Source: an optimization exercise on an open RTL-to-GDS flow (aim: small area, a short achievable clock period and few clock cycles per item). Production flows keep margins and buffers that such runs may drop. Function was not checked in any run shown here: the RTL went through the layout flow alone. Power and IR drop assume default switching activity.

[design/flow/run.sh]
#!/bin/bash
# synth_recipe.tcl (not shown) runs the flow's synth.tcl, then flattens the netlist and writes it again
# the make line also repeats each setting of config.mk as NAME=value (left out here)
make -C /OpenROAD-flow-scripts/flow DESIGN_CONFIG=/design/flow/config.mk WORK_HOME=/design/flow/orfs CLKGATE_MAP_FILE= SYNTH_SCRIPT=/design/flow/synth_recipe.tcl finish
[design/flow/config.mk]
export PLATFORM = sky130hd
export DESIGN_NAME = cave_automaton_5x5_step_top
export DESIGN_NICKNAME = cave_automaton_5x5_step_top
export VERILOG_FILES = /design/flow/design.v
export SDC_FILE = /design/flow/constraint.sdc
export NUM_CORES = 4
export LEC_CHECK = 0
export ABC_CLOCK_PERIOD_IN_PS = 3000
export CAP_MARGIN = 20
export CORE_MARGIN = 2
export CORE_UTILIZATION = 55
export SETUP_SLACK_MARGIN = 4.8
export SLEW_MARGIN = 20
export SYNTH_HIERARCHICAL = 1
export SYNTH_MINIMUM_KEEP_SIZE = 0
[design/flow/constraint.sdc]
create_clock -name core_clock -period 8.0 [get_ports {clk}]
set_input_delay 1.6000 -clock core_clock [delete_from_list [all_inputs] [get_ports {clk}]]
set_output_delay 1.6000 -clock core_clock [all_outputs]
set_load 0.01 [all_outputs]
[design/flow/design.v]
`default_nettype none
package cave5_pkg;
  localparam int WidthW  = 7;
  localparam int HeightW = 12;
  localparam int NearW   = 4;
  localparam int FarW    = 5;
  localparam int AddrW   = 4;
  localparam int DataW   = 32;
  localparam logic [WidthW-1:0]  MinWidth  = 7'd3;
  localparam logic [HeightW-1:0] MinHeight = 12'd3;
  localparam logic [WidthW-1:0]  RstWidth  = 7'd44;
  localparam logic [HeightW-1:0] RstHeight = 12'd74;
  localparam logic [NearW-1:0]   RstNear   = 4'd5;
  localparam logic [FarW-1:0]    RstFar    = 5'd2;
  typedef enum logic [1:0] {
    RegMapWidth  = 2'd0,
    RegMapHeight = 2'd1,
    RegNearThr   = 2'd2,
    RegFarLim    = 2'd3
  } reg_idx_t;
  typedef enum logic [2:0] {
    PhLower = 3'b001,
    PhUpper = 3'b010,
    PhLast  = 3'b100
  } phase_t;
  typedef struct packed {
    logic [WidthW-1:0]  width;
    logic [HeightW-1:0] height;
    logic [NearW-1:0]   near_thr;
    logic [FarW-1:0]    far_lim;
  } cave5_cfg_t;
  function automatic logic [1:0] fa(input logic a, input logic b, input logic c);
    fa = {(a & b) | (a & c) | (b & c), a ^ b ^ c};
  endfunction
  function automatic logic [1:0] ha(input logic a, input logic b);
    ha = {a & b, a ^ b};
  endfunction
  function automatic logic uge(input logic [4:0] a, input logic [4:0] b);
    logic gt, eq;
    gt = 1'b0;
    eq = 1'b1;
    for (int i = 4; i >= 0; i--) begin
      gt = gt | (eq & a[i] & ~b[i]);
      eq = eq & ~(a[i] ^ b[i]);
    end
    uge = gt | eq;
  endfunction
  function automatic logic [1:0] cnt3(input logic [2:0] v);
    cnt3 = {1'b0, v[0]} + {1'b0, v[1]} + {1'b0, v[2]};
  endfunction
endpackage
`default_nettype wire
`default_nettype none
module cave5_cfg (
  input  wire logic                          clk,
  input  wire logic                          rst_n,
  input  wire logic                          psel,
  input  wire logic                          penable,
  input  wire logic                          pwrite,
  input  wire logic [cave5_pkg::AddrW-1:0]   paddr,
  input  wire logic [cave5_pkg::DataW-1:0]   pwdata,
  output logic      [cave5_pkg::DataW-1:0]   prdata,
  output logic                               pready,
  output logic      [cave5_pkg::HeightW-1:0] height,
  output logic      [cave5_pkg::NearW-1:0]   near_thr,
  output logic      [cave5_pkg::FarW-1:0]    far_lim,
  output logic      [63:0]                   wmask,
  output logic      [63:0]                   inner
);
  logic [cave5_pkg::WidthW-1:0]  width_r;
  logic [cave5_pkg::HeightW-1:0] height_r;
  logic [cave5_pkg::NearW-1:0]   near_r;
  logic [cave5_pkg::FarW-1:0]    far_r;
  logic [1:0]                    idx;
  logic                          wr_en;
  assign idx    = paddr[3:2];
  assign pready = 1'b1;
  assign wr_en  = psel && penable && pwrite;
  always_ff @(posedge clk) begin
    if (!rst_n) begin
      width_r  <= cave5_pkg::RstWidth;
      height_r <= cave5_pkg::RstHeight;
      near_r   <= cave5_pkg::RstNear;
      far_r    <= cave5_pkg::RstFar;
    end else if (wr_en) begin
      case (idx)
        2'd0: width_r  <= pwdata[cave5_pkg::WidthW-1:0];
        2'd1: height_r <= pwdata[cave5_pkg::HeightW-1:0];
        2'd2: near_r   <= pwdata[cave5_pkg::NearW-1:0];
        default: far_r <= pwdata[cave5_pkg::FarW-1:0];
      endcase
    end
  end
  logic [cave5_pkg::HeightW-1:0] rd_r;
  always_ff @(posedge clk) begin
    case (idx)
      2'd0:    rd_r <= cave5_pkg::HeightW'(width_r);
      2'd1:    rd_r <= height_r;
      2'd2:    rd_r <= cave5_pkg::HeightW'(near_r);
      default: rd_r <= cave5_pkg::HeightW'(far_r);
    endcase
  end
  assign prdata = cave5_pkg::DataW'(rd_r);
  for (genvar x = 0; x < 64; x++) begin : g_mask
    assign wmask[x] = (x < 3) || (width_r > 7'(x));
  end
  assign inner = {1'b0, wmask[63:2], 1'b0};
  assign height   = (height_r < cave5_pkg::MinHeight) ? cave5_pkg::MinHeight : height_r;
  assign near_thr = near_r;
  assign far_lim  = far_r;
endmodule
`default_nettype wire
`default_nettype none
module cave5_line (
  input  wire logic [4:0][63:0]              rows,
  input  wire logic [63:0]                   wmask,
  input  wire logic                          row4_on,
  input  wire logic [63:0]                   inner,
  input  wire logic [cave5_pkg::NearW-1:0]   near_thr,
  input  wire logic [cave5_pkg::FarW-1:0]    far_lim,
  output logic      [63:0]                   res
);
  logic [67:0] l, m, u, v;
  logic [4:0]  k;
  assign k = ~far_lim;
  logic [6:1] uh;
  for (genvar j = 1; j <= 6; j++) begin : g_uh
    assign uh[j] = {k[4], k[3], k[2]} == 3'(8 - j);
  end
  assign {l[1:0], m[1:0], u[1:0], v[1:0]}         = '0;
  assign {l[67:66], m[67:66], u[67:66], v[67:66]} = '0;
  for (genvar x = 0; x < 64; x++) begin : g_col
    cave5_fa u_c3 (.a(rows[1][x]), .b(rows[2][x]), .c(rows[3][x]), .s(l[x+2]), .co(m[x+2]));
    cave5_uv u_uv (.a0(rows[0][x]), .a4(rows[4][x]), .on(row4_on), .u(u[x+2]), .v(v[x+2]));
  end
  assign res[0]  = rows[2][0] & wmask[0];
  assign res[63] = rows[2][63] & wmask[63];
  for (genvar x = 1; x < 63; x++) begin : g_cell
    logic n0, a1, b1, c2;
    logic u0, u1, v1, v2;
    logic x0, x1, h1;
    logic y1, y2, z1, z2, w1, w2, h2;
    logic p2, p3, over_x, over_y;
    logic [3:0] near_cnt;
    logic near_ok;
    cave5_fa u_nl (.a(l[x+1]), .b(l[x+2]), .c(l[x+3]), .s(n0), .co(a1));
    cave5_fa u_nm (.a(m[x+1]), .b(m[x+2]), .c(m[x+3]), .s(b1), .co(c2));
    assign near_cnt = {c2 & a1 & b1, c2 ^ (a1 & b1), a1 ^ b1, n0};
    assign near_ok  = cave5_pkg::uge({1'b0, near_cnt}, {1'b0, near_thr});
    cave5_fa u_u  (.a(u[x+1]), .b(u[x+2]), .c(u[x+3]), .s(u0), .co(u1));
    cave5_fa u_v  (.a(v[x+1]), .b(v[x+2]), .c(v[x+3]), .s(v1), .co(v2));
    cave5_fa u_x  (.a(l[x]), .b(l[x+4]), .c(k[0]), .s(x0), .co(x1));
    assign h1 = (n0 & u0) | (n0 & x0) | (u0 & x0);
    cave5_fa u_y  (.a(m[x]), .b(m[x+4]), .c(k[1]), .s(y1), .co(y2));
    cave5_fa u_z  (.a(a1), .b(b1), .c(u1), .s(z1), .co(z2));
    cave5_fa u_w  (.a(v1), .b(x1), .c(y1), .s(w1), .co(w2));
    assign h2 = (z1 & w1) | (z1 & h1) | (w1 & h1);
    cave5_fa u_p  (.a(c2), .b(v2), .c(y2), .s(p2), .co(p3));
    cave5_xy u_xy (.p2(p2), .z2(z2), .w2(w2), .p3(p3), .u(uh), .x(over_x), .y(over_y));
    cave5_fin u_fin (.x(over_x), .y(over_y), .h2(h2),
                     .keep(inner[x] | (rows[2][x] & wmask[x])), .kill(inner[x] & !near_ok),
                     .res(res[x]));
  end
endmodule
module cave5_xy (
  input  wire logic       p2,
  input  wire logic       z2,
  input  wire logic       w2,
  input  wire logic       p3,
  input  wire logic [6:1] u,
  output logic            x,
  output logic            y
);
  logic [3:1] e;    
  cave5_thr3 u_e (.a(p2), .b(z2), .c(w2), .e(e));
  assign x = p3 ? ((u[1] | u[2]) | (u[3] & e[1]) | (u[4] & e[2]) | (u[5] & e[3]))
                : ((u[1] & e[1]) | (u[2] & e[2]) | (u[3] & e[3]));
  assign y = p3 ? ((u[1] | u[2] | u[3]) | (u[4] & e[1]) | (u[5] & e[2]) | (u[6] & e[3]))
                : (u[1] | (u[2] & e[1]) | (u[3] & e[2]) | (u[4] & e[3]));
endmodule
module cave5_thr3 (
  input  wire logic       a,
  input  wire logic       b,
  input  wire logic       c,
  output logic [3:1]      e
);
  assign e[1] = a | b | c;
  assign e[2] = (a & b) | (a & c) | (b & c);
  assign e[3] = a & b & c;
endmodule
module cave5_fin (
  input  wire logic x,
  input  wire logic y,
  input  wire logic h2,
  input  wire logic keep,
  input  wire logic kill,
  output logic      res
);
  assign res = keep & !(kill & (x | (h2 & y)));
endmodule
module cave5_uv (
  input  wire logic a0,
  input  wire logic a4,
  input  wire logic on,
  output logic      u,
  output logic      v
);
  assign u = on ? (a0 ^ a4) : a0;
  assign v = on & a0 & a4;
endmodule
module cave5_fa (
  input  wire logic a,
  input  wire logic b,
  input  wire logic c,
  output logic      s,
  output logic      co
);
  assign s  = a ^ b ^ c;
  assign co = (a & b) | (a & c) | (b & c);
endmodule
`default_nettype wire
`default_nettype none
module cave_automaton_5x5_step_top #(
  parameter int MAX_WIDTH = 64
) (
  input  wire logic                          clk,
  input  wire logic                          rst_n,
  input  wire logic                          in_valid,
  output logic                               in_stall,
  input  wire logic [MAX_WIDTH-1:0]          in_source_cells,
  output logic                               out_valid,
  input  wire logic                          out_stall,
  output logic      [MAX_WIDTH-1:0]          out_result_cells,
  output logic      [cave5_pkg::HeightW-1:0] out_line_index,
  output logic                               out_last_line,
  input  wire logic                          psel,
  input  wire logic                          penable,
  input  wire logic                          pwrite,
  input  wire logic [cave5_pkg::AddrW-1:0]   paddr,
  input  wire logic [cave5_pkg::DataW-1:0]   pwdata,
  output logic      [cave5_pkg::DataW-1:0]   prdata,
  output logic                               pready
);
  logic [cave5_pkg::HeightW-1:0] height;
  logic [cave5_pkg::NearW-1:0]   near_thr;
  logic [cave5_pkg::FarW-1:0]    far_lim;
  logic [63:0]                   wmask;
  logic [63:0]                   inner;
  cave5_cfg u_cfg (
    .clk      (clk),
    .rst_n    (rst_n),
    .psel     (psel),
    .penable  (penable),
    .pwrite   (pwrite),
    .paddr    (paddr),
    .pwdata   (pwdata),
    .prdata   (prdata),
    .pready   (pready),
    .height   (height),
    .near_thr (near_thr),
    .far_lim  (far_lim),
    .wmask    (wmask),
    .inner    (inner)
  );
  logic [63:0]                   r_cells;
  logic                          r_v;
  logic                          r_emit;    
  logic                          r_top0;    
  logic                          r_idx1;    
  logic                          r_last;    
  logic [63:0]                   b_cells;
  logic                          b_v;
  logic                          b_emit;
  logic                          b_top0;
  logic                          b_idx1;
  logic                          b_last;
  logic [cave5_pkg::HeightW-1:0] cnt_r;     
  logic                          t1_r;      
  logic                          t2_r;      
  logic                          row4_r;    
  logic [3:0][63:0]              s_r;
  logic                          o_v;
  logic [63:0]                   o_cells;
  logic [cave5_pkg::HeightW-1:0] o_idx;
  logic                          o_last;
  logic                          o_free;
  logic                          tail;
  logic                          consume;
  logic                          r_load;
  logic                          t1_emit;
  logic                          t2_emit;
  logic                          emit;
  logic                          shift;
  logic                          acc;
  logic                          a_last;
  logic [63:0]                   in_m;
  logic [4:0][63:0]              rows;
  logic [63:0]                   res;
  logic c_any;     
  logic c_free;    
  logic e_free;    
  assign tail    = t1_r || t2_r;
  assign c_any   = r_v && !r_emit && !tail;
  assign c_free  = r_v && !(r_emit && tail);
  assign e_free  = t1_r || t2_r || (r_v && r_emit && !tail);
  assign o_free  = !o_v || !out_stall;
  assign consume = c_any || (c_free && !o_v) || (c_free && !out_stall);
  assign t1_emit = t1_r && o_free;
  assign t2_emit = t2_r && o_free;
  assign emit    = (e_free && !o_v) || (e_free && !out_stall);
  assign shift   = c_any || ((c_free || t1_r) && !o_v) || ((c_free || t1_r) && !out_stall);
  assign r_load  = !r_v || consume;
  assign in_stall = b_v;
  assign acc      = in_valid && !b_v;
  assign in_m     = in_source_cells & wmask;
  assign a_last   = cnt_r >= height - 12'd1;
  always_ff @(posedge clk) begin
    if (!rst_n) begin
      cnt_r <= '0;
    end else if (acc) begin
      cnt_r <= a_last ? '0 : cnt_r + 12'd1;
    end
  end
  always_ff @(posedge clk) begin
    if (r_load) begin
      r_cells <= b_v ? b_cells : in_m;
    end
    if (!r_load && acc) begin
      b_cells <= in_m;
    end
  end
  always_ff @(posedge clk) begin
    if (!rst_n) begin
      r_v    <= 1'b0;
      r_emit <= 1'b0;
      r_top0 <= 1'b0;
      r_idx1 <= 1'b0;
      r_last <= 1'b0;
      b_v    <= 1'b0;
      b_emit <= 1'b0;
      b_top0 <= 1'b0;
      b_idx1 <= 1'b0;
      b_last <= 1'b0;
    end else if (r_load) begin
      if (b_v) begin
        r_v    <= 1'b1;
        r_emit <= b_emit;
        r_top0 <= b_top0;
        r_idx1 <= b_idx1;
        r_last <= b_last;
        b_v    <= 1'b0;
      end else begin
        r_v    <= acc;
        r_emit <= cnt_r >= 12'd2;
        r_top0 <= cnt_r == 12'd2;
        r_idx1 <= cnt_r == 12'd1;
        r_last <= a_last;
      end
    end else if (acc) begin
      b_v    <= 1'b1;
      b_emit <= cnt_r >= 12'd2;
      b_top0 <= cnt_r == 12'd2;
      b_idx1 <= cnt_r == 12'd1;
      b_last <= a_last;
    end
  end
  always_ff @(posedge clk) begin
    if (!rst_n) begin
      t1_r   <= 1'b0;
      t2_r   <= 1'b0;
      row4_r <= 1'b1;
    end else if (t1_emit) begin
      t1_r   <= 1'b0;
      t2_r   <= 1'b1;
      row4_r <= 1'b1;
    end else if (t2_emit) begin
      t2_r <= 1'b0;
    end else if (consume && r_last) begin
      t1_r   <= 1'b1;
      row4_r <= 1'b0;
    end
  end
  always_ff @(posedge clk) begin
    if (shift) begin
      s_r <= {r_cells, s_r[3], s_r[2] & {64{!(r_v && r_idx1)}}, s_r[1]};
    end
  end
  assign rows[0] = s_r[0];
  assign rows[1] = s_r[1];
  assign rows[2] = s_r[2];
  assign rows[3] = s_r[3];
  assign rows[4] = r_cells;
  cave5_line u_line (
    .rows     (rows),
    .wmask    (wmask),
    .row4_on  (row4_r),
    .inner    (inner & {64{!(t2_r || (!t1_r && r_top0))}}),
    .near_thr (near_thr),
    .far_lim  (far_lim),
    .res      (res)
  );
  always_ff @(posedge clk) begin
    if (!rst_n) begin
      o_v    <= 1'b0;
      o_last <= 1'b1;
    end else if (o_free) begin
      o_v <= emit;
      if (emit) begin
        o_last <= t2_r;
      end
    end
  end
  always_ff @(posedge clk) begin
    if (emit) begin
      o_cells <= res;
      o_idx   <= o_last ? '0 : o_idx + 12'd1;
    end
  end
  assign out_valid        = o_v;
  assign out_result_cells = o_cells;
  assign out_line_index   = o_idx;
  assign out_last_line    = o_last;
endmodule
`default_nettype wire
==> results of run 1 <==
==> per-stage QoR <==
| stage | power, mW | cells | hold WS, ns | cell area, um2 |
|---|---|---|---|---|
| floorplan | 5.98 | 4006 | 0.442 | 49100 |
| global placement | 6.71 | 5213 | 0.454 | 51600 |
| detailed placement | 6.77 | 5213 | 0.458 | 51600 |
| CTS | 10.7 | 5821 | 0.474 | 61200 |
| global route | 11.6 | 5974 | 0.494 | 63200 |
| finish | 11.0 | 5976 | 0.481 | 63200 |
==> report_power, final <==
| group | total (mW) | switching (mW) | internal (mW) |
|---|---|---|---|
| sequential | 3.20 | 0.0844 | 3.12 |
| clock | 3.28 | 1.32 | 1.96 |
| combinational | 4.54 | 2.20 | 2.34 |
| total | 11.0 | 3.60 | 7.43 |
==> area by class of cell <==
cell class	count	area [um2]	share of cell area, %
multi-input combinational	3284	35900	56.9
tap	1165	1460	2.31
timing repair buffer	852	8140	12.9
clock buffer	74	1730	2.74
antenna	2	5.00	0.00792
inverter	27	140	0.222
clock inverter	45	593	0.938
sequential	527	15200	24.0
==> registers in the layout (all words and copies together), names as in the netlist, 4 cells and up <==
signal and cells:
o_cells 64, s_r 256, u_cfg.rd_r 12, u_cfg.far_r 5
u_cfg.width_r 7, o_idx 12, cnt_r 12, u_cfg.near_r 4
u_cfg.height_r 12, b_cells 64, r_cells 64
==> cell usage in the layout, fill, tap and decap left out, drive strengths merged, types with 17 or more instances in the layout <==
master	instances
a2111oi	63
a21o	75
a21oi	209
a222oi	62
a22o	63
a22oi	197
a31oi	65
and2	200
and3	254
buf	673
clkbuf	78
clkdlybuf4s50	152
clkinv	25
conb	29
dfxtp	67
dlygate4sd2	17
edfxtp	460
fa	622
ha	141
inv	27
maj3	285
mux2	64
mux2i	31
nand2	219
nand2b	125
nand3	82
nor2	47
nor3b	80
o21ai	41
or3	69
xnor2	77
xor2	74
==> repair_timing <==
| action | in CTS | in global routing |
|---|---|---|
| cloned | 17 | 2 |
| endpoints found under the setup margin | 379 | 299 |
| hold buffers | 0 | 0 |
| setup buffers | 472 | 151 |
| resized for setup | 801 | 189 |
| pin swaps | 396 | 276 |
==> worst max path at each step <==
stage	start	end	slack (ns)
finish	row4_r$_SDFFE_PP1P_	o_cells[50]$_DFFE_PP_	4.44
CTS	row4_r$_SDFFE_PP1P_	o_cells[28]$_DFFE_PP_	4.46
global placement	row4_r$_SDFFE_PP1P_	o_cells[11]$_DFFE_PP_	3.38
detailed placement	row4_r$_SDFFE_PP1P_	o_cells[11]$_DFFE_PP_	3.35
floorplan	u_cfg.far_r[3]$_SDFFE_PN0P_	o_cells[11]$_DFFE_PP_	0.65
global route	row4_r$_SDFFE_PP1P_	o_cells[50]$_DFFE_PP_	4.38
==> routing by layer <==
layer	up-vias	GRT usage, %	routed length, um
met4	8	17.1	9020
met5	-	0	44
met2	1950	54.6	74300
li1	16500	-	-
met1	19600	47.4	64200
met3	463	8.10	14600
==> summary.md, run 1 <==
| Metric | Value |
|---|---|
| CP required | `between 8 and 9 ns` |
| CP Class | `flop to flop` |
| Final Hold Violating Endpoints | `0` |
| R2R Path Start | `row4_r$_SDFFE_PP1P_` |
| Synth warn | `9` |
| Leakage Power | `roughly 23 nW` |
| Setup Total Neg Slack | `0 ns` |
| Routed vias/inst | `around 6.5` |
| Initial Util | `55.4%` |
| Startpoint Class | `flop` |
| Global-route usage over all layers | `35.3%` |
| Total iterations of the first detailed-routing run | `8` |
| Detailed Route WL | `162000 um` |
| Clock Tree Root | `clkbuf_16` |
| Mapped Avg Cell Area | `~12 um2` |
| Max_cap viols | `0` |
| DRC | `0` |
| Num CTS Buffers | `66` |
| WL/cell | `around 27 um` |
| Hold EP | `s_r[151]$_DFFE_PP_` |
| Pins Over Slew Limit | `0` |
| Least-Margin Pin Slew | `between 1 and 1.5 ns` |
| Period utilization | `roughly 45%` |
| Hold Crit Class | `flop to flop` |
| DP HPWL | `approximately 95000 um` |
| Worst path max stage delay | `approximately 0.55 ns` |
| Clock Tree Buf Depth | `3` |
| Type of destination of the critical path | `flop` |
| Fmax | `between 200 and 300 MHz` |
| Vias in the first global route | `38.7k` |
| Pre-CTS setup slack | `approximately 3.4 ns` |
| Total Nets Final | `around 5.6k` |
| Max_slew headroom | `approximately 16%` |
| Final Wtd Congestion | `roughly 0.86` |
| Total clock sinks | `approximately 530` |
| Clock skew after layout | `around 0.027 ns` |
| WP depth | `13` |
| Final core utilization | `a little over 70%` |
| Outcome | `timing/DRC/antenna clean` |
| Hold Startpoint | `s_r[215]$_DFFE_PP_` |
| Routed Antenna Nets | `0` |
| Global-route wire length before repair | `approximately 240000 um` |
| Critical path, cell by cell | `buf_12, buf_12, buf_12, and3_2, fa_1, fa_1, buf_4, and3_2, a22o_1, a2111oi_4, a31oi_1, nand3_1, and3_2` |
| WP buf/inv | `4` |
| IO Port Bufs | `175` |
| Reg2reg end | `o_cells[50]$_DFFE_PP_` |
| H-tree depth | `3` |
| Fin worst setup slack | `4.44 ns` |
| Syn Std Cell Area | `a little under 50000 um2` |
| Slowest-stage cell, CP | `fa_1` |
| Area Overhead vs Synth | `29.3%` |
| Largest net degree at the start of global routing | `roughly 200` |
| Pwr/cell area | `~170 nW/um2` |
| Final Critical Period | `3.56 ns` |
| Boundary Pins | `between 200 and 250` |
| Worst R2R Setup Slack | `4.44 ns` |
| Routed vias | `38.6k` |
| Die extent in x | `302 um` |
| CORE AREA | `88200 um2` |
| Worst path arrival time | `3.96 ns` |
| Row Count | `109` |
| # setup viols final | `0` |
| DIE AREA | `~91000 um2` |
| Fraction of layout cells with a size suffix above 1 | `between 30% and 40%` |
| Die Y-Extent | `slightly above 300 um` |
| Clk slew on worst S/H paths | `approximately 0.060 ns` |
| CTS tree | `built` |
| CP top delay family | `adder cells` |
| Worst VDD drop | `between 0.2 and 0.25 mV` |
| Gr ovfl total | `0` |
| Initial antenna violation count | `12` |
| Worst skew pair latency | `roughly 0.67 ns` |
| RSZ-0062 raised after global routing | `true` |
| Fillers | `around 6.1k` |
| Reg2reg path depth | `13` |
| Detailed Route Iter0 Violations | `4035` |
| Post-Synthesis Cells | `around 4.0k` |
| Worst Hold Path Cells | `0` |
| Crit path max fanout | `5` |
==> inputs of run 2 (changes only) <==
--- a/design/flow/design.v
+++ b/design/flow/design.v
@@ -142,3 +142,4 @@
     logic y1, y2, z1, z2, w1, w2, h2;
-    logic p2, p3, over_x, over_y;
+    logic p2, p3, xa, xb, ya, yb;
+    logic [3:1] e;
     logic [3:0] near_cnt;
@@ -158,4 +159,5 @@
     cave5_fa u_p  (.a(c2), .b(v2), .c(y2), .s(p2), .co(p3));
-    cave5_xy u_xy (.p2(p2), .z2(z2), .w2(w2), .p3(p3), .u(uh), .x(over_x), .y(over_y));
-    cave5_fin u_fin (.x(over_x), .y(over_y), .h2(h2),
+    cave5_thr3 u_e (.a(p2), .b(z2), .c(w2), .e(e));
+    cave5_sel u_sel (.e(e), .u(uh), .xa(xa), .xb(xb), .ya(ya), .yb(yb));
+    cave5_fin u_fin (.xa(xa), .xb(xb), .ya(ya), .yb(yb), .p3(p3), .h2(h2),
                      .keep(inner[x] | (rows[2][x] & wmask[x])), .kill(inner[x] & !near_ok),
@@ -164,17 +166,14 @@
 endmodule
-module cave5_xy (
-  input  wire logic       p2,
-  input  wire logic       z2,
-  input  wire logic       w2,
-  input  wire logic       p3,
+module cave5_sel (
+  input  wire logic [3:1] e,
   input  wire logic [6:1] u,
-  output logic            x,
-  output logic            y
+  output logic            xa,
+  output logic            xb,
+  output logic            ya,
+  output logic            yb
 );
-  logic [3:1] e;    
-  cave5_thr3 u_e (.a(p2), .b(z2), .c(w2), .e(e));
-  assign x = p3 ? ((u[1] | u[2]) | (u[3] & e[1]) | (u[4] & e[2]) | (u[5] & e[3]))
-                : ((u[1] & e[1]) | (u[2] & e[2]) | (u[3] & e[3]));
-  assign y = p3 ? ((u[1] | u[2] | u[3]) | (u[4] & e[1]) | (u[5] & e[2]) | (u[6] & e[3]))
-                : (u[1] | (u[2] & e[1]) | (u[3] & e[2]) | (u[4] & e[3]));
+  assign xb = (u[1] & e[1]) | (u[2] & e[2]) | (u[3] & e[3]);
+  assign xa = u[1] | u[2] | (u[3] & e[1]) | (u[4] & e[2]) | (u[5] & e[3]);
+  assign yb = u[1] | (u[2] & e[1]) | (u[3] & e[2]) | (u[4] & e[3]);
+  assign ya = u[1] | u[2] | u[3] | (u[4] & e[1]) | (u[5] & e[2]) | (u[6] & e[3]);
 endmodule
@@ -191,4 +190,7 @@
 module cave5_fin (
-  input  wire logic x,
-  input  wire logic y,
+  input  wire logic xa,
+  input  wire logic xb,
+  input  wire logic ya,
+  input  wire logic yb,
+  input  wire logic p3,
   input  wire logic h2,
@@ -198,3 +200,5 @@
 );
-  assign res = keep & !(kill & (x | (h2 & y)));
+  logic over;
+  assign over = p3 ? (xa | (h2 & ya)) : (xb | (h2 & yb));
+  assign res  = keep & !(kill & over);
 endmodule
==> summary.md, run 2 <==
| Metric | Value |
|---|---|
| Max reg flops | `256 (unchanged)` |
| CP Class | `flop to flop` |
| Die extent in x | `302 um (about the same)` |
| Placed Instances | `5402 (+3.6%)` |
| Total power | `10.6 mW (-3.7%)` |
| Initial Util | `55.5% (+0.088 points)` |
| Routed vias/inst | `6.37 (-1.3%)` |
| Startpoint Class | `flop` |
| Fmax | `277 MHz (-1.4%)` |
| Routed Antenna Nets | `0 (unchanged)` |
| Max_slew headroom | `20.5% (+4.5 points)` |
| Detailed Route Iter0 Violations | `4457 (+10%)` |
| IO Port Bufs | `175 (unchanged)` |
| Mapped Avg Cell Area | `11.7 um2 (-4.3%)` |
| DRC | `0 (unchanged)` |
| CTS tree | `built` |
| Largest net degree at the start of global routing | `197 (-2.0%)` |
| Global-route wire length before repair | `237000 um (-1.4%)` |
| Largest register by flop count | `s_r` |
| Boundary Pins | `219 (unchanged)` |
| Cts hold-fix bufs | `0 (unchanged)` |
| Worst Hold Path Cells | `0 (unchanged)` |
| Clk slew on worst S/H paths | `0.06 ns (about the same)` |
| Clock Tree Root | `clkbuf_16` |
| Outcome | `timing/DRC/antenna clean` |
| Leakage Power | `23.4 nW (+0.90%)` |
| Num CTS Buffers | `61 (-7.6%)` |
| Most common cell after layout, fill and taps aside | `buf_4` |
| Total iterations of the first detailed-routing run | `10 (+2)` |
| Reg2reg path depth | `12 (-1)` |
| Post-Synthesis Cells | `4166 (+4.7%)` |
| Fin worst setup slack | `4.39 ns (-0.0499 ns)` |
| # setup viols final | `0 (unchanged)` |
| R2R Path Start | `row4_r$_SDFFE_PP1P_` |
| Least-Margin Pin Slew | `1.19 ns (-0.0681 ns)` |
| Final Hold Violating Endpoints | `0 (unchanged)` |
| Initial antenna violation count | `9 (-3)` |
| Critical path startpoint | `row4_r$_SDFFE_PP1P_` |
| Fin area | `62400 um2 (-1.3%)` |
| Most frequent cells in the layout | `485 x buf_4, 460 x edfxtp_1, 459 x fa_2, 366 x nand2_1, 199 x and2_1` |
| Fin cells | `6110 (+2.2%)` |
| Hold Crit Class | `flop to flop` |
| Total clock sinks | `527 (unchanged)` |
| Final core utilization | `70.7% (-0.92 points)` |
| Worst VDD drop | `0.201 mV (-2.0%)` |
| Max_cap viols | `0 (unchanged)` |
| Routed vias | `38.9k (+0.91%)` |
| Area Overhead vs Synth | `27.5%` |
| Pre-CTS setup slack | `3.39 ns (+0.0427 ns)` |
| DP HPWL | `97900 um (+2.6%)` |
| Clock Tree Buf Depth | `3 (unchanged)` |
| Gr ovfl total | `0 (unchanged)` |
| Row Count | `109 (unchanged)` |
| Period utilization | `45.1% (+0.62 points)` |
| Crit path max fanout | `9 (+4)` |
| Die Y-Extent | `302 um (about the same)` |
| Hold Slack | `0.479 ns (-0.00184 ns)` |
| Fillers | `6285 (+3.2%)` |
| RSZ-0062 raised after global routing | `true` |
| Pins Over Slew Limit | `0 (unchanged)` |
| Clock skew after layout | `0.0318 ns (+0.00471 ns)` |
| Type of destination of the critical path | `flop` |
| Final Wtd Congestion | `0.882 (+2.2%)` |
| Total Nets Final | `5763 (+2.4%)` |
| Global-route usage over all layers | `34.6% (-0.70 points)` |
| Pwr/cell area | `170 nW/um2 (-2.5%)` |
| Setup Total Neg Slack | `0 ns (unchanged)` |
| Detailed Route WL | `161000 um (-0.67%)` |
| WL/cell | `26.3 um (-2.8%)` |
| DIE AREA | `91400 um2 (+0.16%)` |
| Placed Area | `51700 um2 (+0.19%)` |
| CORE AREA | `88200 um2 (unchanged)` |
| Fraction of layout cells with a size suffix above 1 | `37.0% (-2.2 points)` |
| H-tree depth | `2 (-1)` |
| Syn Std Cell Area | `48900 um2 (+0.16%)` |
| Worst skew pair latency | `0.68 ns (about the same)` |
| Vias in the first global route | `38.5k (-0.47%)` |
| Worst path arrival time | `4.08 ns (+0.12 ns)` |
| CP required | `8.47 ns (+0.07 ns)` |
| Final Critical Period | `3.61 ns (+0.0499 ns)` |
| Hold Startpoint | `s_r[75]$_DFFE_PP_` |
| Synth warn | `9 (unchanged)` |
## run 2: timing repair
action	CTS	global route
pin swaps	426	316
endpoints found under the hold margin	0	0
resized for setup	814	166
buffers inserted	450	123
cloned	14	4
setup endpoints to repair	361	318
## run 2: area by class of cell
| class | instances | area, um2 | area share [%] |
|---|---|---|---|
| inverters | 151 | 583 | 0.935 |
| clock buffers | 69 | 1600 | 2.56 |
| diodes | 1 | 2.50 | 0.00401 |
| clock inverters | 45 | 435 | 0.698 |
| repair inverters | 1 | 8.76 | 0.0140 |
| multi-input cells | 3347 | 35500 | 56.9 |
| flip-flops and latches | 527 | 15200 | 24.3 |
| well taps | 1165 | 1460 | 2.34 |
| repair buffers | 804 | 7650 | 12.3 |
## run 2: layer usage
metal,part of all wire [%],wire [um],vias to the layer above,global-route usage [%]
li1,-,-,16800,-
met1,40,64900,19800,47.1
met2,46,74400,1900,54.4
met3,8.6,13900,386,7.07
met4,4.8,7770,12,14.5
met5,0.048,78,-,0
## run 2: report_power, final
group / leakage [nW] / internal [mW] / switching, mW
logic: 17.5 / 2.27 / 2.24
registers: 4.98 / 3.11 / 0.0808
clock network: 0.973 / 1.66 / 1.25
## run 2: worst paths after layout
kind              slack, ns                     to
setup / recovery       4.39  o_cells[29]$_DFFE_PP_
hold / removal         0.48      s_r[11]$_DFFE_PP_
setup reg to reg       4.39  o_cells[29]$_DFFE_PP_
hold reg to reg        0.48      s_r[11]$_DFFE_PP_
## run 2: worst max-delay path: stages, from the launching register on
cell and delay (ns):
dfxtp_4 0.47, buf_12 0.15, buf_12 0.13, buf_16 0.16, and3_4 0.25, fa_1 0.45
fa_1 0.48, or3_4 0.38, a222oi_1 0.33, inv_1 0.07, a211oi_1 0.18, a31oi_1 0.09
a21boi_2 0.27
==> inputs of run 3 (changes only) <==
--- a/design/flow/config.mk
+++ b/design/flow/config.mk
@@ -11,3 +11,3 @@
 export CORE_UTILIZATION = 55
-export SETUP_SLACK_MARGIN = 4.8
+export SETUP_SLACK_MARGIN = 4.6
 export SLEW_MARGIN = 20
==> summary.md, run 3 <==
| Metric | Value |
|---|---|
| Outcome | `finished with violations` |
| Fail Reasons | `max-capacitance violations, max-slew violations` |
| Routed vias | `38.2k (-1.7%)` |
| Fraction of layout cells with a size suffix above 1 | `33.7% (-3.3 points)` |
| Reg2reg end | `o_cells[51]$_DFFE_PP_` |
| Worst VDD drop | `0.271 mV (+35%)` |
| Gr ovfl total | `0 (unchanged)` |
| Worst Hold Path Cells | `0 (unchanged)` |
| P_int | `7.17 mW (+1.9%)` |
| Die Y-Extent | `302 um (unchanged)` |
| WL/cell | `26.1 um (-1.1%)` |
| Syn Std Cell Area | `48900 um2 (unchanged)` |
| Crit path max fanout | `4 (-5)` |
| Total iterations of the first detailed-routing run | `13 (+3)` |
| Clock Tree Root | `clkbuf_16` |
| Max_cap viols | `1 (+1)` |
| RSZ-0062 raised after global routing | `true` |
| Global-route usage over all layers | `33.6% (-1.1 points)` |
| Most frequent cells in the layout | `460 x edfxtp_1, 413 x fa_2, 383 x buf_4, 380 x nand2_1, 209 x fa_1` |
| Pwr/cell area | `175 nW/um2 (+3.1%)` |
| Hold Startpoint | `r_cells[62]$_DFFE_PP_` |
| Fin cells | `5990 (-2.0%)` |
| R2R Path Start | `s_r[114]$_DFFE_PP_` |
| # setup viols final | `0 (unchanged)` |
| Net Sw Frac | `33.0% (-0.69 points)` |
| Clock power frac | `29.5% (+2.0 points)` |
| Total clock sinks | `527 (unchanged)` |
| Total Nets Final | `5641 (-2.1%)` |
| Area Overhead vs Synth | `24.6%` |
| Row Count | `109 (unchanged)` |
| Final Critical Period | `3.55 ns (-0.0642 ns)` |
| Fin area | `61000 um2 (-2.2%)` |
| Placed Instances | `5406 (+0.074%)` |
| Clock skew after layout | `0.0212 ns (-0.0106 ns)` |
| DRC | `0 (unchanged)` |
| Global-route wire length before repair | `230000 um (-3.0%)` |
| H-tree depth | `3 (+1)` |
| Critical path, cell by cell | `fa_2, fa_2, fa_1, or3_4, a222oi_1, inv_1, a211oi_2, a31oi_1, a21boi_2` |
| Least-Margin Pin Slew | `1.98 ns (+0.784 ns)` |
| Mapped Avg Cell Area | `11.7 um2 (unchanged)` |
| Leakage Power | `22.8 nW (-2.6%)` |
| Boundary Pins | `219 (unchanged)` |
| IO Port Bufs | `175 (unchanged)` |
| Synth warn | `9 (unchanged)` |
| Hold EP | `s_r[254]$_DFFE_PP_` |
| Max reg flops | `256 (unchanged)` |
| Cts hold-fix bufs | `0 (unchanged)` |
| Gate power share | `40.7% (-1.8 points)` |
| Routed Antenna Nets | `0 (unchanged)` |
| Post-Synthesis Cells | `4166 (unchanged)` |
| Period utilization | `44.3% (-0.80 points)` |
| Most frequent CP cell | `fa_2` |
| Fillers | `6533 (+3.9%)` |
| DP HPWL | `97700 um (-0.18%)` |
| Sw Pwr | `3.53 mW (-1.2%)` |
| Worst R2R Setup Slack | `4.45 ns (+0.06 ns)` |
| DIE AREA | `91400 um2 (unchanged)` |
| Worst path arrival time | `3.98 ns (-0.10 ns)` |
| Placed Area | `51700 um2 (about the same)` |
| Hold Crit Class | `flop to flop` |
| Reg2reg path depth | `9 (-3)` |
| Final Hold Violating Endpoints | `0 (unchanged)` |
| Most common cell after layout, fill and taps aside | `edfxtp_1` |
| CTS tree | `built` |
| Initial antenna violation count | `16 (+7)` |
| Final Wtd Congestion | `0.891 (+1.0%)` |
| Startpoint Class | `flop` |
| Slowest-stage cell, CP | `fa_2` |
| Detailed Route Iter0 Violations | `4429 (-0.63%)` |
| Fmax | `282 MHz (+1.8%)` |
| CP Class | `flop to flop` |
| Worst path max stage delay | `0.60 ns (+0.12 ns)` |
| Worst skew pair latency | `0.64 ns (-0.04 ns)` |
| Die extent in x | `302 um (unchanged)` |
| Setup Total Neg Slack | `0 ns (unchanged)` |
| Clk slew on worst S/H paths | `0.06 ns (about the same)` |
| Max_slew headroom | `-31.8% (-52 points)` |
| Largest net degree at the start of global routing | `153 (-22%)` |
| Pins Over Slew Limit | `35 (+35)` |
| Largest register by flop count | `s_r` |
| Detailed Route WL | `156000 um (-3.0%)` |
| Vias in the first global route | `37.5k (-2.5%)` |
| Seq pwr share | `29.8% (-0.2 points)` |
| Num CTS Buffers | `66 (+8.2%)` |
| Type of destination of the critical path | `flop` |
| CORE AREA | `88200 um2 (unchanged)` |
| CP required | `8.44 ns (-0.03 ns)` |
| Initial Util | `55.5% (unchanged)` |
| Clock Tree Buf Depth | `3 (unchanged)` |
| Routed vias/inst | `6.38 (+0.23%)` |
## run 3: changes by cell type in the layout (fill, tap and decap cells not counted), moves of 15 or more
cell             change
clkdlybuf4s50_1     +24
buf_6               -15
fa_1                +46
dlygate4sd2_1       -21
buf_4              -102
fa_2                -46
## run 3: critical path, delay by kind of cell, from the launching register on
kind	cells	cell delay [ns]
fa+ha+maj	3	1.56
buf+inv	1	0.09
simple gates	1	0.43
compound gates	4	0.83
flops	1	0.43
## run 3: layout make-up
class,instances,area (um2),area share (%)
diodes,3,7.51,0.0123
clock buffers,81,1790,2.94
clock inverters,38,440,0.722
inverters,151,594,0.974
multi-input cells,3345,35000,57.4
flip-flops and latches,527,15200,24.9
well taps,1165,1460,2.39
repair buffers,678,6510,10.7
repair inverters,2,17.5,0.0287
## run 3: worst max path at each step
stage	startpoint	to	slack [ns]	cells past startpoint
3_5_place_dp	row4_r$_SDFFE_PP1P_	o_cells[51]$_DFFE_PP_	3.30	11
3_3_place_gp	row4_r$_SDFFE_PP1P_	o_cells[31]$_DFFE_PP_	3.32	11
4_1_cts	s_r[242]$_DFFE_PP_	o_cells[51]$_DFFE_PP_	4.43	9
2_1_floorplan	u_cfg.far_r[4]$_SDFFE_PN0P_	o_cells[10]$_DFFE_PP_	2.03	6
6_report	s_r[114]$_DFFE_PP_	o_cells[51]$_DFFE_PP_	4.45	9
5_1_grt	s_r[231]$_DFFE_PP_	o_cells[37]$_DFFE_PP_	4.38	11
## run 3: power by group through the flow
stage	clock [mW]	combinational, mW	sequential (mW)
after floorplan	0	2.74	3.22
after global placement	0	3.43	3.23
after detailed placement	0	3.50	3.23
after CTS	3.20	3.97	3.18
after global routing	3.31	4.77	3.20
final	3.16	4.36	3.19
## run 3: metrics by stage
stage,utilization [%],power [mW],hold slack (ns),setup WS (ns)
final,69.1,10.7,0.480,4.45
after global routing,69.1,11.3,0.490,4.38
after CTS,66.1,10.4,0.475,4.43
after detailed placement,58.5,6.73,0.457,3.30
after global placement,58.5,6.66,0.452,3.32
after floorplan,-,5.96,0.442,2.03
## run 3: repair_timing
action / in CTS / in global routing
setup buffers: 262 / 184
pin swaps: 245 / 385
gates cloned: 12 / 3
endpoints found under the setup margin: 306 / 152
resized for setup: 530 / 313
## run 3: layer usage
layer	vias to the layer above	GRT usage, %	wire length, um
met5	-	0	68
met4	10	11.1	5600
met3	332	6.00	13100
met2	1743	52.4	71800
met1	19600	47.7	65500
li1	16600	-	-

[separate check: timing with driven ports]
The flow's constraints put no driver on any port. The routed layouts listed below were extracted and timed again, unchanged, in two steps.
Step 1 (the two cells are an assumption about what drives the block):
set clk [get_ports {clk}]
set_driving_cell -lib_cell sky130_fd_sc_hd__clkbuf_16 $clk
set_driving_cell -lib_cell sky130_fd_sc_hd__buf_2 [delete_from_list [all_inputs] $clk]
Step 2 adds t to the input delays and takes it off the output delays; t is the mean of the earliest and latest rising clock arrival at the registers after step 1. Input paths then give back, and output paths get back, about the clock's delay inside the block.
Three values: ideal ports, drivers, drivers and shift; two values: the first two.
run | t, ns | setup slack, ns | worst hold slack (ns) | clock arrival spread, ns
run 1 | 0.723 | 4.440 / 4.440 / 4.155 | 0.481 / 0.481 / 0.481 | 0.034 / 0.034
run 2 | 0.735 | 4.390 / 4.390 / 4.145 | 0.479 / 0.479 / 0.479 | 0.036 / 0.036
run 3 | 0.700 | 4.454 / 4.454 / 3.982 | 0.480 / 0.480 / 0.480 | 0.022 / 0.022
For run 3, which loses most, drivers alone change the setup slack by 0.000 ns; drivers and shift together by -0.472 ns.
